This is an optimization exercise on Yosys and OpenROAD, whose aim is small area, a short achievable clock period and few clock cycles, not a production implementation. The RTL was checked by simulation tests, not by an equivalence proof against the original design.

## flow/config.mk

```make
export PLATFORM = sky130hd
export DESIGN_NAME = integer_matrix_multiply
export DESIGN_NICKNAME = integer_matrix_multiply
export VERILOG_FILES = /design/flow/design.v
export SDC_FILE = /design/flow/constraint.sdc
export NUM_CORES = 4
export LEC_CHECK = 0
export CAP_MARGIN = 20
export CORE_MARGIN = 2
export CORE_UTILIZATION = 40
export SLEW_MARGIN = 20
```

## flow/constraint.sdc

```tcl
create_clock -name core_clock -period 10.0 [get_ports {clk}]
set_input_delay 2.0000 -clock core_clock [delete_from_list [all_inputs] [get_ports {clk}]]
set_output_delay 2.0000 -clock core_clock [all_outputs]
set_load 0.01 [all_outputs]
```

## flow/design.v

```verilog
`default_nettype none
package imm_pkg;
  localparam logic [1:0] OP_WRITE_A = 2'd0;
  localparam logic [1:0] OP_WRITE_B = 2'd1;
  localparam logic [1:0] OP_COMPUTE = 2'd2;
  localparam logic [1:0] REG_A_ROWS = 2'd0;
  localparam logic [1:0] REG_A_COLS = 2'd1;
  localparam logic [1:0] REG_B_ROWS = 2'd2;
  localparam logic [1:0] REG_B_COLS = 2'd3;
  localparam int CFG_WIDTH  = 4;
  localparam int PROD_WIDTH = 35;
  typedef struct packed {
    logic mac;     
    logic first;   
    logic shift;   
  } cell_ctl_t;
  function automatic logic [4:0] clamp_dim(logic [CFG_WIDTH-1:0] v, logic [4:0] max_dim);
    if (v == '0) begin
      clamp_dim = 5'd1;
    end else if ({1'b0, v} > max_dim) begin
      clamp_dim = max_dim;
    end else begin
      clamp_dim = {1'b0, v};
    end
  endfunction
endpackage
`default_nettype wire
`default_nettype none
module imm_cell #(
  parameter int ELEM_WIDTH = 16,
  parameter int MAX_DIM    = 8,
  parameter int DIM_W      = 3
) (
  input  wire                                   clk,
  input  wire imm_pkg::cell_ctl_t               ctl,
  input  wire                                   b_we,
  input  wire        [DIM_W-1:0]                b_waddr,
  input  wire signed [ELEM_WIDTH-1:0]           b_wdata,
  input  wire        [DIM_W-1:0]                rd_addr,
  input  wire signed [ELEM_WIDTH-1:0]           a_value,
  input  wire signed [imm_pkg::PROD_WIDTH-1:0]  acc_in,
  output logic signed [imm_pkg::PROD_WIDTH-1:0] acc_out
);
  logic signed [ELEM_WIDTH-1:0]          b_mem [MAX_DIM];
  logic signed [ELEM_WIDTH-1:0]          b_q;
  logic signed [2*ELEM_WIDTH-1:0]        prod;
  logic signed [imm_pkg::PROD_WIDTH-1:0] prod_ext;
  logic signed [imm_pkg::PROD_WIDTH-1:0] acc;
  always_ff @(posedge clk) begin
    if (b_we) begin
      b_mem[b_waddr] <= b_wdata;
    end
    b_q <= b_mem[rd_addr];
  end
  always_ff @(posedge clk) begin
    prod <= a_value * b_q;
  end
  assign prod_ext = imm_pkg::PROD_WIDTH'(prod);
  always_ff @(posedge clk) begin
    if (ctl.shift) begin
      acc <= acc_in;
    end else if (ctl.mac) begin
      acc <= ctl.first ? prod_ext : acc + prod_ext;
    end
  end
  assign acc_out = acc;
endmodule
`default_nettype wire
`default_nettype none
module integer_matrix_multiply #(
  parameter int MAX_DIM    = 8,
  parameter int ELEM_WIDTH = 16
) (
  input  wire                                   clk,
  input  wire                                   rst,
  input  wire                                   in_valid,
  output logic                                  in_ready,
  input  wire        [1:0]                      operation,
  input  wire        [2:0]                      row_index,
  input  wire        [2:0]                      col_index,
  input  wire signed [15:0]                     element_value,
  output logic                                  out_valid,
  input  wire                                   out_ready,
  output logic       [2:0]                      out_row,
  output logic       [2:0]                      out_col,
  output logic signed [imm_pkg::PROD_WIDTH-1:0] product_value,
  output logic                                  last,
  output logic                                  dim_error,
  input  wire                                   cfg_we,
  input  wire        [1:0]                      cfg_index,
  input  wire        [imm_pkg::CFG_WIDTH-1:0]   cfg_data
);
  localparam int DIM_W = (MAX_DIM > 1) ? $clog2(MAX_DIM) : 1;
  localparam int DCW   = $clog2(MAX_DIM + 1);
  localparam int DEPTH = MAX_DIM * MAX_DIM;
  localparam int AW    = (DEPTH > 1) ? $clog2(DEPTH) : 1;
  localparam logic [2:0] ST_IDLE   = 3'd0;
  localparam logic [2:0] ST_ISSUE  = 3'd1;
  localparam logic [2:0] ST_DRAIN  = 3'd2;
  localparam logic [2:0] ST_UNLOAD = 3'd3;
  localparam logic [2:0] ST_ERR    = 3'd4;
  logic [imm_pkg::CFG_WIDTH-1:0] a_rows, a_cols, b_rows, b_cols;
  logic [DCW-1:0] ar, ac, br, bc;
  logic [2:0]     state, state_next;
  logic [DCW-1:0] r, r_next, k, k_next, c, c_next;
  logic                         in_fire, row_ok, col_ok, out_free, load_out;
  logic signed [ELEM_WIDTH-1:0] elem;
  logic [AW-1:0]                a_waddr, a_raddr;
  logic signed [ELEM_WIDTH-1:0] a_mem [DEPTH];
  logic signed [ELEM_WIDTH-1:0] a_q;
  logic                         issue, v1, f1, v2, f2;
  imm_pkg::cell_ctl_t           ctl;
  logic signed [imm_pkg::PROD_WIDTH-1:0] chain [MAX_DIM+1];
  always_ff @(posedge clk) begin
    if (rst) begin
      a_rows <= imm_pkg::CFG_WIDTH'(1);
      a_cols <= imm_pkg::CFG_WIDTH'(1);
      b_rows <= imm_pkg::CFG_WIDTH'(1);
      b_cols <= imm_pkg::CFG_WIDTH'(1);
    end else if (cfg_we) begin
      unique case (cfg_index)
        imm_pkg::REG_A_ROWS: a_rows <= cfg_data;
        imm_pkg::REG_A_COLS: a_cols <= cfg_data;
        imm_pkg::REG_B_ROWS: b_rows <= cfg_data;
        imm_pkg::REG_B_COLS: b_cols <= cfg_data;
        default: ;
      endcase
    end
  end
  assign ar = DCW'(imm_pkg::clamp_dim(a_rows, 5'(MAX_DIM)));
  assign ac = DCW'(imm_pkg::clamp_dim(a_cols, 5'(MAX_DIM)));
  assign br = DCW'(imm_pkg::clamp_dim(b_rows, 5'(MAX_DIM)));
  assign bc = DCW'(imm_pkg::clamp_dim(b_cols, 5'(MAX_DIM)));
  assign in_ready = (state == ST_IDLE);
  assign in_fire  = in_valid && in_ready;
  assign row_ok   = ({2'b0, row_index} < 5'(MAX_DIM));
  assign col_ok   = ({2'b0, col_index} < 5'(MAX_DIM));
  assign elem     = ELEM_WIDTH'(element_value);
  assign a_waddr  = AW'(8'(row_index) * 8'(MAX_DIM) + 8'(col_index));
  assign a_raddr  = AW'(8'(r) * 8'(MAX_DIM) + 8'(k));
  always_ff @(posedge clk) begin
    if (in_fire && operation == imm_pkg::OP_WRITE_A && row_ok && col_ok) begin
      a_mem[a_waddr] <= elem;
    end
    a_q <= a_mem[a_raddr];
  end
  assign out_free = !out_valid || out_ready;
  always_comb begin
    state_next = state;
    r_next     = r;
    k_next     = k;
    c_next     = c;
    issue      = 1'b0;
    load_out   = 1'b0;
    unique case (state)
      ST_IDLE: begin
        if (in_fire && operation == imm_pkg::OP_COMPUTE) begin
          r_next     = '0;
          k_next     = '0;
          state_next = (ac != br) ? ST_ERR : ST_ISSUE;
        end
      end
      ST_ISSUE: begin
        issue  = 1'b1;
        k_next = k + DCW'(1);
        if (k == ac - DCW'(1)) begin
          state_next = ST_DRAIN;
        end
      end
      ST_DRAIN: begin
        if (!v1 && !v2) begin
          c_next     = '0;
          state_next = ST_UNLOAD;
        end
      end
      ST_UNLOAD: begin
        if (out_free) begin
          load_out = 1'b1;
          c_next   = c + DCW'(1);
          if (c == bc - DCW'(1)) begin
            if (r == ar - DCW'(1)) begin
              state_next = ST_IDLE;
            end else begin
              r_next     = r + DCW'(1);
              k_next     = '0;
              state_next = ST_ISSUE;
            end
          end
        end
      end
      ST_ERR: begin
        if (out_free) begin
          load_out   = 1'b1;
          state_next = ST_IDLE;
        end
      end
      default: state_next = ST_IDLE;
    endcase
  end
  always_ff @(posedge clk) begin
    if (rst) begin
      state <= ST_IDLE;
      v1    <= 1'b0;
      v2    <= 1'b0;
    end else begin
      state <= state_next;
      v1    <= issue;
      v2    <= v1;
    end
    r  <= r_next;
    k  <= k_next;
    c  <= c_next;
    f1 <= (k == '0);
    f2 <= f1;
  end
  assign ctl.mac   = v2;
  assign ctl.first = f2;
  assign ctl.shift = (state == ST_UNLOAD) && load_out;
  assign chain[MAX_DIM] = '0;
  for (genvar j = 0; j < MAX_DIM; j++) begin : g_cell
    logic b_we;
    assign b_we = in_fire && operation == imm_pkg::OP_WRITE_B && row_ok && col_ok
                  && (5'(col_index) == 5'(j));
    imm_cell #(
      .ELEM_WIDTH(ELEM_WIDTH),
      .MAX_DIM   (MAX_DIM),
      .DIM_W     (DIM_W)
    ) u_cell (
      .clk    (clk),
      .ctl    (ctl),
      .b_we   (b_we),
      .b_waddr(DIM_W'(row_index)),
      .b_wdata(elem),
      .rd_addr(k[DIM_W-1:0]),
      .a_value(a_q),
      .acc_in (chain[j+1]),
      .acc_out(chain[j])
    );
  end
  always_ff @(posedge clk) begin
    if (rst) begin
      out_valid <= 1'b0;
    end else if (load_out) begin
      out_valid <= 1'b1;
    end else if (out_ready) begin
      out_valid <= 1'b0;
    end
    if (load_out) begin
      if (state == ST_ERR) begin
        out_row       <= 3'd0;
        out_col       <= 3'd0;
        product_value <= '0;
        last          <= 1'b1;
        dim_error     <= 1'b1;
      end else begin
        out_row       <= 3'(r);
        out_col       <= 3'(c);
        product_value <= chain[0];
        last          <= (r == ar - DCW'(1)) && (c == bc - DCW'(1));
        dim_error     <= 1'b0;
      end
    end
  end
endmodule
`default_nettype wire
```

## flow/run.sh

```bash
#!/bin/bash
# synth_recipe.tcl (not shown) runs the flow's synth.tcl, then flattens the netlist and writes it again
# the make line also repeats each setting of config.mk as NAME=value (left out here)
make -C /OpenROAD-flow-scripts/flow DESIGN_CONFIG=/design/flow/config.mk WORK_HOME=/design/flow/orfs CLKGATE_MAP_FILE= SYNTH_SCRIPT=/design/flow/synth_recipe.tcl finish
```

==> summary.txt <==
[flip-flops by register name, indices dropped and copies added (netlist names), 3 cells and up]
signal	count
a_cols	4
a_mem	1024
a_q	16
a_rows	4
b_cols	4
b_rows	4
c	4
g_cell.u_cell.acc	280
g_cell.u_cell.b_mem	1024
g_cell.u_cell.b_q	128
g_cell.u_cell.prod	256
k	4
out_col	3
out_row	3
product_value	35
r	4
state	3
[stage by stage]
| step | util |
|---|---|
| CTS | 0.440 |
| floorplan | - |
| finish | 0.440 |
| global placement | 0.419 |
| global route | 0.440 |
| detailed placement | 0.419 |
[cell usage in the layout (no fill, tap or decap), drive strengths merged, types with 25 or more instances in the layout]
master	count
nand2	1265
o21bai	73
a211oi	45
nor2	788
xnor2	358
o21a	81
a31oi	60
nand4	32
inv	2400
mux2	132
edfxtp	2348
a21o	200
ha	937
nor3	63
nand2b	131
xor2	165
clkdlybuf4s50	63
fa	2104
o21ai	375
a21oi	705
nor2b	115
o211ai	33
or3	25
and2	1015
mux4	589
dfxtp	459
mux2i	49
and3	44
buf	282
clkinv	124
nand3	63
clkbuf	386
[cell families (layout without fill, tap and decap cells)]
group / Yosys count / count (layout) / synth area share
buffers and inverters: 3043 / 3289 / 0.0592
multiplexers: 770 / 770 / 0.0789
XOR/XNOR: 523 / 523 / 0.0237
adder cells (fa/ha/maj): 3041 / 3041 / 0.279
AND/OR/NAND/NOR: 3638 / 3638 / 0.0912
flip-flops: 2807 / 2807 / 0.413
other: 0 / 15 / 0
AO/OA/AOI/OAI: 1756 / 1756 / 0.0555
[worst max-delay path: cells and delay by family (launching register included)]
family | cells | cell delay (ps)
adders and majority gates | 7 | 3350
AOI/OAI and AO/OA | 7 | 1680
DFF | 1 | 880
and+or+nand+nor | 3 | 670
buffers and inverters | 4 | 610
xor gates and xnor gates | 1 | 120
[cell type report]
cell class,instances,share of cell area
antenna,15,0.000177
clock buffer,386,0.0386
clock inverter,177,0.00892
inverter,2381,0.0422
multi-input combinational,9728,0.482
sequential,2807,0.376
tap,6425,0.0379
timing repair buffer,345,0.0145
[per-layer routing]
layer | track usage | part of all wire | up-vias
li1 | - | - | 52100
met5 | 0 | 0.00035 | -
met1 | 0.284 | 0.44 | 60400
met3 | 0.0286 | 0.061 | 734
met4 | 0.0648 | 0.035 | 28
met2 | 0.332 | 0.47 | 3291
[how the worst min path moves through the flow]
stage | startpoint | endpoint | slack [ps] | cells past startpoint
2_1_floorplan | f1$_DFF_P_ | f2$_DFF_P_ | 310 | 0
3_3_place_gp | v1$_SDFF_PP0_ | v2$_SDFF_PP0_ | 450 | 1
3_5_place_dp | v1$_SDFF_PP0_ | v2$_SDFF_PP0_ | 450 | 1
4_1_cts | f1$_DFF_P_ | f2$_DFF_P_ | 420 | 0
5_1_grt | f1$_DFF_P_ | f2$_DFF_P_ | 430 | 0
6_report | f1$_DFF_P_ | f2$_DFF_P_ | 440 | 0
==> summary.md <==
| Metric | Value |
|---|---|
| Clk Latency, worst-skew pair | `960 ps` |
| Via count | `117k` |
| Multi-input logic area | `~100,000 um^2` |
| Post-DP HPWL | `around 350,000 um` |
| Clock Sinks | `~2.8k` |
| Pre-CTS worst setup slack | `2520 ps` |
| Most common cell in the netlist | `inv_1` |
| Placed inst area | `202,000 um^2` |
| #FFs+latches synth | `2,807` |
| Area grow syn2layout | `9.79%` |
| Crit-path most repeated cell | `fa_1` |
| Vias per cell | `about 5.2` |
| Crit path capture type | `register` |
| Worst-margin pin slew | `1200 ps` |
| Die Ht | `699 um` |
| Clk_skew | `98.7 ps` |
| CTS tree | `built` |
| Wirelength per Cell | `about 22 um` |
| Avg Cell Area, Syn | `~12 um^2` |
| Post-CTS Repair Setup Buffers | `0` |
| Worst-path fanout max | `45` |
| Layout cells sized above 1 | `0.0980` |
| Post-Layout Cell Count | `22.3k` |
| Max-cap check violation count | `0` |
| Die X | `approximately 700 um` |
| Drt drc | `0` |
| Layout fillers | `44.0k` |
| Fmax | `0.133 GHz` |
| First-pass detailed-route iteration total | `6` |
| Crit path DAT | `around 8400 ps` |
| Hold Buf Count CTS | `0` |
| First-pass GRT wire length | `762,000 um` |
| Area contributors post-synth | `edfxtp_1 (37%), fa_1 (22%), mux4_2 (6.9%)` |
| Design Area, Final | `212,000 um^2` |
| Final worst-path setup slack | `2480 ps` |
| Row count | `roughly 260` |
| Largest net degree at the start of global routing | `142` |
| Antenna violation net count after detailed routing | `0` |
| Sequential fraction of the synthesis area | `0.413` |
| Post-Syn Nets | `18.7k` |
| Slowest CP cell | `dfxtp_4` |
| Placed insts | `roughly 22k` |
| R2R Setup Slk | `2480 ps` |
| Worst path max stage delay | `880 ps` |
| Status | `complete, no violations` |
| # IOs | `80` |
| Overflow after GRT | `0` |
| Final setup vio count | `0` |
| TNS Setup | `0 ps` |
| Port bufs | `79` |
| Iteration-0 DRC Markers | `between 9k and 10k` |
| Routability cong. | `approximately 0.87` |
| Final min period | `7520 ps` |
| Asr flop ratio synth | `0` |
| Vias in the first global route | `123k` |
| Post-Syn Area | `193,000 um^2` |
| CTS Buf Count | `306` |
| Slew Viols, Final | `0` |
| Register area | `79,800 um^2` |
| Total track usage | `0.204` |
| Drt total wl | `499,000 um` |
| Worst R2R Start | `a_q[12]$_DFF_P_` |
| RSZ-0062 raised after global routing | `no` |
| Synth cell count leaders | `inv_1 (2,381), edfxtp_1 (2,348), fa_1 (2,104)` |
| Fin. Hold Viols | `0` |
| Initial antenna violation count | `40` |
| Starting Density | `0.401` |
| Reg2Reg Depth | `22` |
| Core Region | `481,000 um^2` |
| Post-CTS Resized | `0` |
| Crit Path Class | `register to register` |
| Reg-to-Reg End | `g_cell[3].u_cell.prod[30]$_DFF_P_` |
| Die area | `488,000 um^2` |
| Worst-path clk slew | `70 ps` |
| Crit share post-route | `0.752` |
| Min Hold Slack | `~440 ps` |
| Setup crit end | `g_cell[3].u_cell.prod[30]$_DFF_P_` |
| Startpoint Class | `register` |
| Post-synth EDFFs | `2,348` |
| Share of the synthesized area in the top cell type | `0.365` |
| Crit-path cells | `buf_4 -> nand2_1 -> fa_1 -> fa_1 -> fa_1 -> inv_1 -> fa_1 -> fa_1 -> inv_1 -> fa_1 -> inv_1 -> ha_1 -> o21a_1 -> o21a_1 -> a2111oi_2 -> o41ai_1 -> a21o_1 -> nor2b_1 -> or4_1 -> a31o_2 -> a21oi_2 -> xnor2_1` |
| Worst EP required | `approximately 11,000 ps` |
| H-tree depth | `5` |
| Post-synthesis instance total | `15.6k` |
| Clock Tree Root | `clkbuf_16` |
| Ys Warns | `4` |
| Max clock buf depth | `4` |
| Fin nets | `18.6k` |
| Worst setup path start | `a_q[12]$_DFF_P_` |
| Max_slew headroom | `0.189` |
| Largest area contributor in the netlist | `edfxtp_1` |
| Number of distinct library cells after synthesis | `89` |
| HP Class | `register to register` |
| Top_reg_cell synth | `edfxtp_1` |
Testbench counts, summed over its fixed seeds: cycles 26,473.

-- what the ideal ports hide --
The flow's constraints put no driver on any port. The routed layout listed below was extracted and timed again, unchanged, in two steps. Step 1: set_driving_cell puts a clkbuf_16 on clk and a buf_2 on each other input, an assumption about the parent block. Step 2 also shifts input and output timing later by t, the mid clock arrival at the registers, as if the neighbouring blocks saw the same clock. a / b / c = ideal ports / drivers / drivers and shift; a / b = the first two.
t (ns): 1.025
setup slack, ns: 2.483 / 2.483 / 2.483
worst setup path after step 2: register to register
clock arrival spread, ns: 0.104 / 0.104
After both steps setup and hold are still met in this run. For this run, drivers alone change the setup slack by 0.000 ns; drivers and shift together by 0.000 ns.
